This design comes from an exercise in tuning for small area, a short achievable clock period and few clock cycles per item on the open sky130 flow, not from production work.
Function was checked by simulation only, so behaviour that the tests miss may differ from the original.

Design sha256_stream_hasher_top, start of the top module:
module sha256_stream_hasher_top (
	input  logic       clk,
	input  logic       arst_n,
	input  logic       s_axis_tvalid,
	output logic       s_axis_tready,
	input  logic [7:0] s_axis_tdata,
	input  logic       s_axis_tuser,
	output logic       m_axis_tvalid,
	input  logic       m_axis_tready,
	output logic [7:0] m_axis_tdata,
	output logic       m_axis_tlast,
	input  logic       cfg_we,
	input  logic [5:0] cfg_wdata
);
clock: 12.0 ns
lec_check: 0
cap_margin: 20
core_margin: 2
core_utilization: 45
cts_buf_list: sky130_fd_sc_hd__clkbuf_16
cts_cluster_diameter: 60
cts_cluster_size: 30
place_density: 0.6
slew_margin: 20
standard.sh (not shown) runs the stock make flow with config.mk's settings and CLKGATE_MAP_FILE= SYNTH_SCRIPT=/design/flow/synth_recipe.tcl, a recipe that flattens the netlist after the stock synthesis.
==> flow/flow/run.sh <==
#!/bin/bash
set -o pipefail
cp standard.sh standard_sh_copy.log
export SETUP_SLACK_MARGIN=6
bash standard.sh > standard.log 2>&1
The first run completed with no timing, DRC or antenna violations.
Testbench counts at the start, summed over its fixed seeds: cycles 53,092, bytes 44,000.
Change:
==> flow/flow/run.sh (replaced) <==
#!/bin/bash
set -o pipefail
cp standard.sh standard_sh_copy.log
export SETUP_SLACK_MARGIN=11
bash standard.sh > standard.log 2>&1
--- a/flow/config.mk
+++ b/flow/config.mk
@@ -10,5 +10,2 @@
 export CORE_UTILIZATION = 45
-export CTS_BUF_LIST = sky130_fd_sc_hd__clkbuf_16
-export CTS_CLUSTER_DIAMETER = 60
-export CTS_CLUSTER_SIZE = 30
 export PLACE_DENSITY = 0.6
After rerunning: Global-route usage goes up by 8.5 points; core utilization goes up by 17 points; cell area goes up by 34%; maximum frequency goes up by 15%; sequential share of layout area goes down by 12 points.
Change:
==> flow/flow/run.sh (replaced) <==
#!/bin/bash
set -o pipefail
cp standard.sh standard_sh_copy.log
export SETUP_SLACK_MARGIN=7
bash standard.sh > standard.log 2>&1
--- a/flow/config.mk
+++ b/flow/config.mk
@@ -10,2 +10,5 @@
 export CORE_UTILIZATION = 45
+export CTS_BUF_LIST = sky130_fd_sc_hd__clkbuf_16
+export CTS_CLUSTER_DIAMETER = 60
+export CTS_CLUSTER_SIZE = 30
 export PLACE_DENSITY = 0.6
Final area went down by 25%.
Non-clock buffer count went down by 967.
Hold slack is worse by 12 ps.
Change:
==> flow/flow/run.sh (replaced) <==
#!/bin/bash
set -o pipefail
cp standard.sh standard_sh_copy.log
export SETUP_SLACK_MARGIN=8
bash standard.sh > standard.log 2>&1
--- a/flow/config.mk
+++ b/flow/config.mk
@@ -10,4 +10,3 @@
 export CORE_UTILIZATION = 45
-export CTS_BUF_LIST = sky130_fd_sc_hd__clkbuf_16
-export CTS_CLUSTER_DIAMETER = 60
+export CTS_BUF_LIST = sky130_fd_sc_hd__clkbuf_8
 export CTS_CLUSTER_SIZE = 30
After rerunning: The new run completed without violations. Routed wire length climbs by 7.2%. First-iteration DRC count climbs by 9.4%. Cell count climbs by 5.1%. Register-to-register slack is better by 130 ps.

== nickel ==
Another version of the RTL of sha256_stream_hasher_top (not shown whole).
For scale: ~6600 cells after synthesis, roughly 1800 flip-flops, ~79000 sq um of cells after synthesis.
==> flow/config.mk <==
export PLATFORM = sky130hd
export DESIGN_NAME = sha256_stream_hasher_top
export DESIGN_NICKNAME = sha256_stream_hasher_top
export VERILOG_FILES = /design/flow/design.v
export SDC_FILE = /design/flow/constraint.sdc
export NUM_CORES = 4
export LEC_CHECK = 0
export CAP_MARGIN = 20
export CORE_MARGIN = 2
export CORE_UTILIZATION = 45
export CTS_BUF_LIST = sky130_fd_sc_hd__clkbuf_16
export CTS_CLUSTER_DIAMETER = 60
export CTS_CLUSTER_SIZE = 30
export PLACE_DENSITY = 0.6
export SLEW_MARGIN = 20
==> flow/constraint.sdc <==
create_clock -name core_clock -period 12.0 [get_ports {clk}]
set_input_delay 2.4000 -clock core_clock [delete_from_list [all_inputs] [get_ports {clk}]]
set_output_delay 2.4000 -clock core_clock [all_outputs]
set_load 0.01 [all_outputs]
==> flow/flow/run.sh <==
#!/bin/bash
set -o pipefail
cp standard.sh standard_sh_copy.log
export SETUP_SLACK_MARGIN=8.5
bash standard.sh > standard.log 2>&1
nickel finished all stages; the layout is clean.
Testbench counts of nickel, summed over its fixed seeds: cycles 53,124, bytes 44,000.
--- input diff nickel..amber ---
Settings: GPL_ROUTABILITY_DRIVEN now 0, previously not set; CTS_CLUSTER_DIAMETER now 65, was 60; CTS_CLUSTER_SIZE now 35, was 30.
==> flow/flow/run.sh <==
#!/bin/bash
set -o pipefail
export SETUP_SLACK_MARGIN=8
bash standard.sh > standard.log 2>&1
Notes after the runs:
Multi-input combinational cell area came out lower on amber than on nickel.
Compared with nickel, amber shows a lower clock-buffer cell count.
Between nickel and amber, the flow reports sum of routed wire length over all layers decreasing by a few percent.
Global-route usage in amber is 1.3 points below nickel.
In the reports for amber and nickel, the smaller worst setup slack belongs to amber.
Fmax for amber: 0.62% down relative to nickel
Via density per instance essentially unchanged between nickel and amber.
Inputs modified between amber and pepper:
Settings: CTS_CLUSTER_DIAMETER changed from 65 to 60; GPL_ROUTABILITY_DRIVEN removed (was 0); CTS_CLUSTER_SIZE changed from 35 to 30.
==> flow/flow/run.sh <==
#!/bin/bash
set -o pipefail
cp standard.sh standard_sh_copy.log
export SETUP_SLACK_MARGIN=7.5
bash standard.sh > standard.log 2>&1
Results
- Row length in cells of the worst reg-to-reg path: pepper higher / amber lower
- Core region area came out exactly the same in pepper and amber.
- Between pepper and amber, number of non-clock buffers in the layout is lower for pepper, amber comes in above that.
- pepper: total of clock buffers placed in the layout 23% above amber

## run A
sha256_stream_hasher_top with an RTL version that a note above also has.
Size in the first run: ~7,200 cells after synthesis, ~1,700 flip-flops, about 0.075 sq mm of cells after synthesis.
export LEC_CHECK = 0
export CAP_MARGIN = 20
export CORE_MARGIN = 2
export CORE_UTILIZATION = 45
export CTS_BUF_LIST = sky130_fd_sc_hd__clkbuf_16
export CTS_CLUSTER_DIAMETER = 60
export CTS_CLUSTER_SIZE = 30
export PLACE_DENSITY = 0.6
export SLEW_MARGIN = 20
create_clock -name core_clock -period 12.0 [get_ports {clk}]
==> flow/flow/run.sh <==
#!/bin/bash
set -o pipefail
cp standard.sh standard_sh_copy.log
export SETUP_SLACK_MARGIN=7.5
bash standard.sh > standard.log 2>&1
In summary, run A completed successfully, with a layout that passed the timing, design-rule and antenna checks.
Testbench counts of run A, summed over its fixed seeds: cycles 53,092, bytes 44,000.
The inputs of run B differ from those of run A as listed below.
Settings: CORE_UTILIZATION: 45 -> 55; PLACE_DENSITY: 0.6 -> 0.7.
--- a/flow/flow/run.sh
+++ b/flow/flow/run.sh
@@ -4 +4 @@
-export SETUP_SLACK_MARGIN=7.5
+export SETUP_SLACK_MARGIN=8
Results
Between run A and run B, the average routed wire per standard cell is higher for run B.
Number of placed cells counting well taps came out lower on run B than on run A.
Count of non-CTS inverters in the layout: run B vs run A — no meaningful difference
### run B -> run C
Settings: a change of PLACE_DENSITY from 0.7 to 0.6; an added HOLD_SLACK_MARGIN of 0; a change of CTS_CLUSTER_DIAMETER from 60 to 70; a change of CTS_CLUSTER_SIZE from 30 to 40; a change of CORE_UTILIZATION from 55 to 45.
--- a/flow/flow/run.sh
+++ b/flow/flow/run.sh
@@ -4 +4 @@
-export SETUP_SLACK_MARGIN=8
+export SETUP_SLACK_MARGIN=7
==> comparison <==
STATUS post-route worst setup slack: run C loses against run B
Run C reports a lower via count than run B does.
Clock network area share is higher on run B

Starting RTL as in the previous note.
Settings: LEC_CHECK=0, CAP_MARGIN=20, CORE_MARGIN=2, CORE_UTILIZATION=45, CTS_BUF_LIST=sky130_fd_sc_hd__clkbuf_16, CTS_CLUSTER_DIAMETER=60, CTS_CLUSTER_SIZE=30, PLACE_DENSITY=0.6, SLEW_MARGIN=20; clock period 12.0 ns.
==> flow/flow/run.sh <==
#!/bin/bash
set -o pipefail
cp standard.sh standard_sh_copy.log
export SETUP_SLACK_MARGIN=8
bash standard.sh > standard.log 2>&1
The first run finished clean.
Testbench counts at the start, summed over its fixed seeds: cycles 53,092, bytes 44,000.
Rerun with:
- CTS_BUF_LIST: sky130_fd_sc_hd__clkbuf_16 -> sky130_fd_sc_hd__clkbuf_4
- CTS_CLUSTER_DIAMETER: 60 -> not set
- CTS_CLUSTER_SIZE: 30 -> not set
Outcome: Worst setup slack gains 0.037 ns. Via count is higher by 3.2%. Die area stays the same. Count of clock-buffer cells in the layout climbs by 559. Wire length is higher by about 1.3%.

Another version of the RTL of sha256_stream_hasher_top (not shown whole).
Size in the first run: roughly 7100 cells after synthesis, ~1700 flip-flops, ~31 I/O pins, about 74000 µm² of cells after synthesis.
clock: 12.0 ns
lec_check: 0
cap_margin: 20
core_margin: 2
core_utilization: 45
place_density: 0.6
setup_slack_margin: 5
slew_margin: 20
run.sh (not shown) runs the stock make flow with config.mk's settings and CLKGATE_MAP_FILE= SYNTH_SCRIPT=/design/flow/synth_recipe.tcl, a recipe that flattens the netlist after the stock synthesis.
Stock flow here: none of the scripts above is used.
The baseline finished with timing, DRC and antenna clean.
Testbench counts at the start, summed over its fixed seeds: cycles 53,092, bytes 44,000.
Rerun with:
Settings changed: SETUP_SLACK_MARGIN 5 to default.
The new run finished clean.
Final area is about the same.
Setup slack loses 0.71 ns.
Global-route usage stays flat.
Routed wire length stays flat.

Another version of the RTL of sha256_stream_hasher_top (not shown whole).
For scale: roughly 1800 flip-flops, roughly 31 I/O pins, roughly 78000 sq um of cells after synthesis.
==> flow/config.mk <==
export PLATFORM = sky130hd
export DESIGN_NAME = sha256_stream_hasher_top
export DESIGN_NICKNAME = sha256_stream_hasher_top
export VERILOG_FILES = /design/flow/design.v
export SDC_FILE = /design/flow/constraint.sdc
export NUM_CORES = 4
export LEC_CHECK = 0
export CAP_MARGIN = 20
export CORE_MARGIN = 2
export CORE_UTILIZATION = 45
export CTS_BUF_LIST = sky130_fd_sc_hd__clkbuf_16
export CTS_CLUSTER_DIAMETER = 65
export CTS_CLUSTER_SIZE = 35
export GPL_ROUTABILITY_DRIVEN = 0
export PLACE_DENSITY = 0.7
export SLEW_MARGIN = 20
==> flow/constraint.sdc <==
create_clock -name core_clock -period 12.0 [get_ports {clk}]
set_input_delay 2.4000 -clock core_clock [delete_from_list [all_inputs] [get_ports {clk}]]
set_output_delay 2.4000 -clock core_clock [all_outputs]
set_load 0.01 [all_outputs]
standard.sh (not shown) runs the stock make flow with config.mk's settings and CLKGATE_MAP_FILE= SYNTH_SCRIPT=/design/flow/synth_recipe.tcl, a recipe that flattens the netlist after the stock synthesis.
==> flow/flow/run.sh <==
#!/bin/bash
set -o pipefail
export SETUP_SLACK_MARGIN=8
bash standard.sh > standard.log 2>&1
The baseline completed with no timing, DRC or antenna violations.
Testbench counts at the start, summed over its fixed seeds: cycles 53,284, bytes 44,000.
Next try:
==> flow/run.sh (new file) <==
#!/bin/bash
# synth_recipe.tcl (not shown) runs the flow's synth.tcl, then flattens the netlist and writes it again
# the make line also repeats each setting of config.mk as NAME=value (left out here)
make -C /OpenROAD-flow-scripts/flow DESIGN_CONFIG=/design/flow/config.mk WORK_HOME=/design/flow/orfs CLKGATE_MAP_FILE= SYNTH_SCRIPT=/design/flow/synth_recipe.tcl finish
PLACE_DENSITY = 0.6   (was 0.7)
SETUP_SLACK_MARGIN = 5   (was not set)
removed: flow/flow/run.sh
removed: flow/standard.sh
The changed run completed with no timing, DRC or antenna violations.
Core utilization is lower by 1.4 points.
Next try:
==> flow/flow/run.sh (new file) <==
#!/bin/bash
set -o pipefail
cp standard.sh standard_sh_copy.log
export SETUP_SLACK_MARGIN=8
bash standard.sh > standard.log 2>&1
==> flow/standard.sh (new file) <==
#!/bin/bash
# synth_recipe.tcl (not shown) runs the flow's synth.tcl, then flattens the netlist and writes it again
# the make line also repeats each setting of config.mk as NAME=value (left out here)
make -C /OpenROAD-flow-scripts/flow DESIGN_CONFIG=/design/flow/config.mk WORK_HOME=/design/flow/orfs CLKGATE_MAP_FILE= SYNTH_SCRIPT=/design/flow/synth_recipe.tcl "${@:-finish}"
CTS_CLUSTER_DIAMETER = 60   (was 65)
CTS_CLUSTER_SIZE = 30   (was 35)
GPL_ROUTABILITY_DRIVEN = not set   (was 0)
SETUP_SLACK_MARGIN = not set   (was 5)
removed: flow/run.sh
The new run finished with timing, DRC and antenna clean.
Count of clock-buffer cells in the layout went up by 21.
Final area went up by 3.6%.
Wire length went up by 5.7%.
Fmax went up by 35%.
Setup slack is better by 1500 ps.
Next try:
CTS_CLUSTER_DIAMETER = 70   (was 60)
CTS_CLUSTER_SIZE = 40   (was 30)
=> Register-to-register slack improves by 30 ps; wire length hardly moves; design area falls by 0.63%; count of clock-buffer cells in the layout goes down by 23; setup slack gets better by 30 ps; final cell count shrinks by 0.46%; core utilization shrinks by 0.32 points.

Another version of the RTL of sha256_stream_hasher_top (not shown whole).
Size: about 31 I/O pins.
==> flow/config.mk <==
export PLATFORM = sky130hd
export DESIGN_NAME = sha256_stream_hasher_top
export DESIGN_NICKNAME = sha256_stream_hasher_top
export VERILOG_FILES = /design/flow/design.v
export SDC_FILE = /design/flow/constraint.sdc
export NUM_CORES = 4
export LEC_CHECK = 0
export CAP_MARGIN = 20
export CORE_MARGIN = 2
export CORE_UTILIZATION = 45
export PLACE_DENSITY = 0.6
export SLEW_MARGIN = 20
==> flow/constraint.sdc <==
create_clock -name core_clock -period 12.0 [get_ports {clk}]
set_input_delay 2.4000 -clock core_clock [delete_from_list [all_inputs] [get_ports {clk}]]
set_output_delay 2.4000 -clock core_clock [all_outputs]
set_load 0.01 [all_outputs]
==> flow/flow/run.sh <==
#!/bin/bash
set -o pipefail
cp standard.sh standard_sh_copy.log
export SETUP_SLACK_MARGIN=8
bash standard.sh > standard.log 2>&1
Testbench counts at the start, summed over its fixed seeds: cycles 53,092, bytes 44,000.
Rerun with:
==> flow/run.sh (new file) <==
#!/bin/bash
# synth_recipe.tcl (not shown) runs the flow's synth.tcl, then flattens the netlist and writes it again
# the make line also repeats each setting of config.mk as NAME=value (left out here)
make -C /OpenROAD-flow-scripts/flow DESIGN_CONFIG=/design/flow/config.mk WORK_HOME=/design/flow/orfs CLKGATE_MAP_FILE= SYNTH_SCRIPT=/design/flow/synth_recipe.tcl finish
SETUP_SLACK_MARGIN = 5   (was unset)
removed: flow/flow/run.sh
removed: flow/standard.sh
After rerunning: Final area went down by a few percent.

alpha:
RTL: one of the versions met above, not the one the previous note started from.
Size in the first run: about 6500 cells after synthesis, about 1800 flip-flops, about 31 I/O pins, roughly 78000 um2 of cells after synthesis.
clock: 12.0 ns
lec_check: 0
cap_margin: 20
core_margin: 2
core_utilization: 45
cts_buf_list: sky130_fd_sc_hd__clkbuf_16
cts_cluster_diameter: 60
cts_cluster_size: 30
gpl_routability_driven: 0
place_density: 0.6
slew_margin: 20
==> flow/flow/run.sh <==
#!/bin/bash
set -o pipefail
cp standard.sh standard_sh_copy.log
export SETUP_SLACK_MARGIN=8
bash standard.sh > standard.log 2>&1
Testbench counts of alpha, summed over its fixed seeds: cycles 53,284, bytes 44,000.
What beta does differently from alpha at the input level:
- GPL_ROUTABILITY_DRIVEN no longer set, was 0
==> flow/flow/run.sh <==
#!/bin/bash
set -o pipefail
cp standard.sh standard_sh_copy.log
export SETUP_SLACK_MARGIN=8.25
bash standard.sh > standard.log 2>&1
Notes after the runs:
- Compared alpha against beta; clock-pin transition on the worst setup and hold timing paths within noise.
- Critical path depth in cells (beta over alpha): decrease, 4
--- input diff beta..gamma ---
- setting GPL_ROUTABILITY_DRIVEN to 0 for the first time
- changing CTS_CLUSTER_SIZE from 30 to 35
- changing CTS_CLUSTER_DIAMETER from 60 to 65
==> flow/flow/run.sh <==
#!/bin/bash
set -o pipefail
export SETUP_SLACK_MARGIN=8
bash standard.sh > standard.log 2>&1
## What came out
Compared with beta, gamma shows a higher fraction of the cycle the final worst path needs. gamma has cell count below what beta had. The cell area after layout of gamma is lower than that of beta. Of the two values seen for start point of the critical path, g_q[17]$_DFF_P_ was produced by beta and w_q[450]$_DFF_P_ by gamma. On final layout net count, the lower figure sits with gamma, not beta.

port drivers added, routing unchanged:
In the flow no input, the clock included, has a driving cell. The finished layouts below were timed again as built, in two steps. Step 1 assumes that a clkbuf_16 drives the clock port and a buf_2 every other input. Step 2 times the ports against the registers' clock, not the clock port: input delays grow and output delays shrink by t, the midpoint of the rising clock arrivals with the driver on. a / b / c = ideal ports / drivers / drivers and shift; a / b = the first two.
run | t, ns | setup slack, ns | worst setup path after step 2 | slew at the worst register clock pin (ns) | pins driven straight from the clock port
the first run of note 1 | 0.865 | 6.457 / 6.457 / 6.457 | register to register | 0.11 / 0.11 | 1
the second run of note 1 | 0.933 | 7.169 / 7.169 / 7.169 | register to register | 0.08 / 0.08 | 1
the third run of note 1 | 0.863 | 7.051 / 7.051 / 7.051 | register to register | 0.11 / 0.11 | 1
the fourth run of note 1 | 1.086 | 7.185 / 7.185 / 7.185 | register to register | 0.07 / 0.07 | 1
nickel | 0.895 | 7.972 / 7.972 / 7.972 | register to register | 0.11 / 0.11 | 1
amber | 0.858 | 7.947 / 7.947 / 7.777 | input to register | 0.12 / 0.12 | 1
pepper | 0.873 | 7.648 / 7.648 / 7.648 | register to register | 0.10 / 0.10 | 1
run A | 0.853 | 7.101 / 7.101 / 7.101 | register to register | 0.11 / 0.11 | 1
run B | 0.848 | 7.166 / 7.166 / 7.166 | register to register | 0.11 / 0.11 | 1
run C | 0.837 | 7.053 / 7.053 / 7.053 | register to register | 0.12 / 0.12 | 1
the first run of note 4 | 0.871 | 7.138 / 7.138 / 7.138 | register to register | 0.11 / 0.11 | 1
the second run of note 4 | 1.421 | 7.174 / 7.174 / 7.174 | register to register | 0.08 / 0.08 | 1
the first run of note 5 | 0.887 | 5.586 / 5.586 / 5.586 | register to register | 0.07 / 0.07 | 1
the second run of note 5 | 0.879 | 4.871 / 4.871 / 4.871 | register to register | 0.07 / 0.07 | 1
the first run of note 6 | 0.869 | 7.827 / 7.827 / 7.737 | input to register | 0.12 / 0.12 | 1
the second run of note 6 | 0.851 | 6.270 / 6.270 / 6.270 | register to register | 0.12 / 0.12 | 1
the third run of note 6 | 0.867 | 7.765 / 7.765 / 7.765 | register to register | 0.11 / 0.11 | 1
the fourth run of note 6 | 0.854 | 7.795 / 7.795 / 7.795 | register to register | 0.12 / 0.12 | 1
the first run of note 7 | 0.887 | 6.992 / 6.992 / 6.992 | register to register | 0.07 / 0.07 | 1
the second run of note 7 | 0.884 | 6.230 / 6.230 / 6.230 | register to register | 0.07 / 0.07 | 1
alpha | 0.874 | 7.867 / 7.867 / 7.791 | input to register | 0.11 / 0.11 | 1
beta | 0.855 | 7.934 / 7.934 / 7.797 | input to register | 0.11 / 0.11 | 1
gamma | 0.857 | 7.898 / 7.898 / 7.781 | input to register | 0.12 / 0.12 | 1
After both steps setup and hold are still met in every run listed. For amber, which loses most, drivers alone change the setup slack by 0.000 ns; drivers and shift together by -0.170 ns.
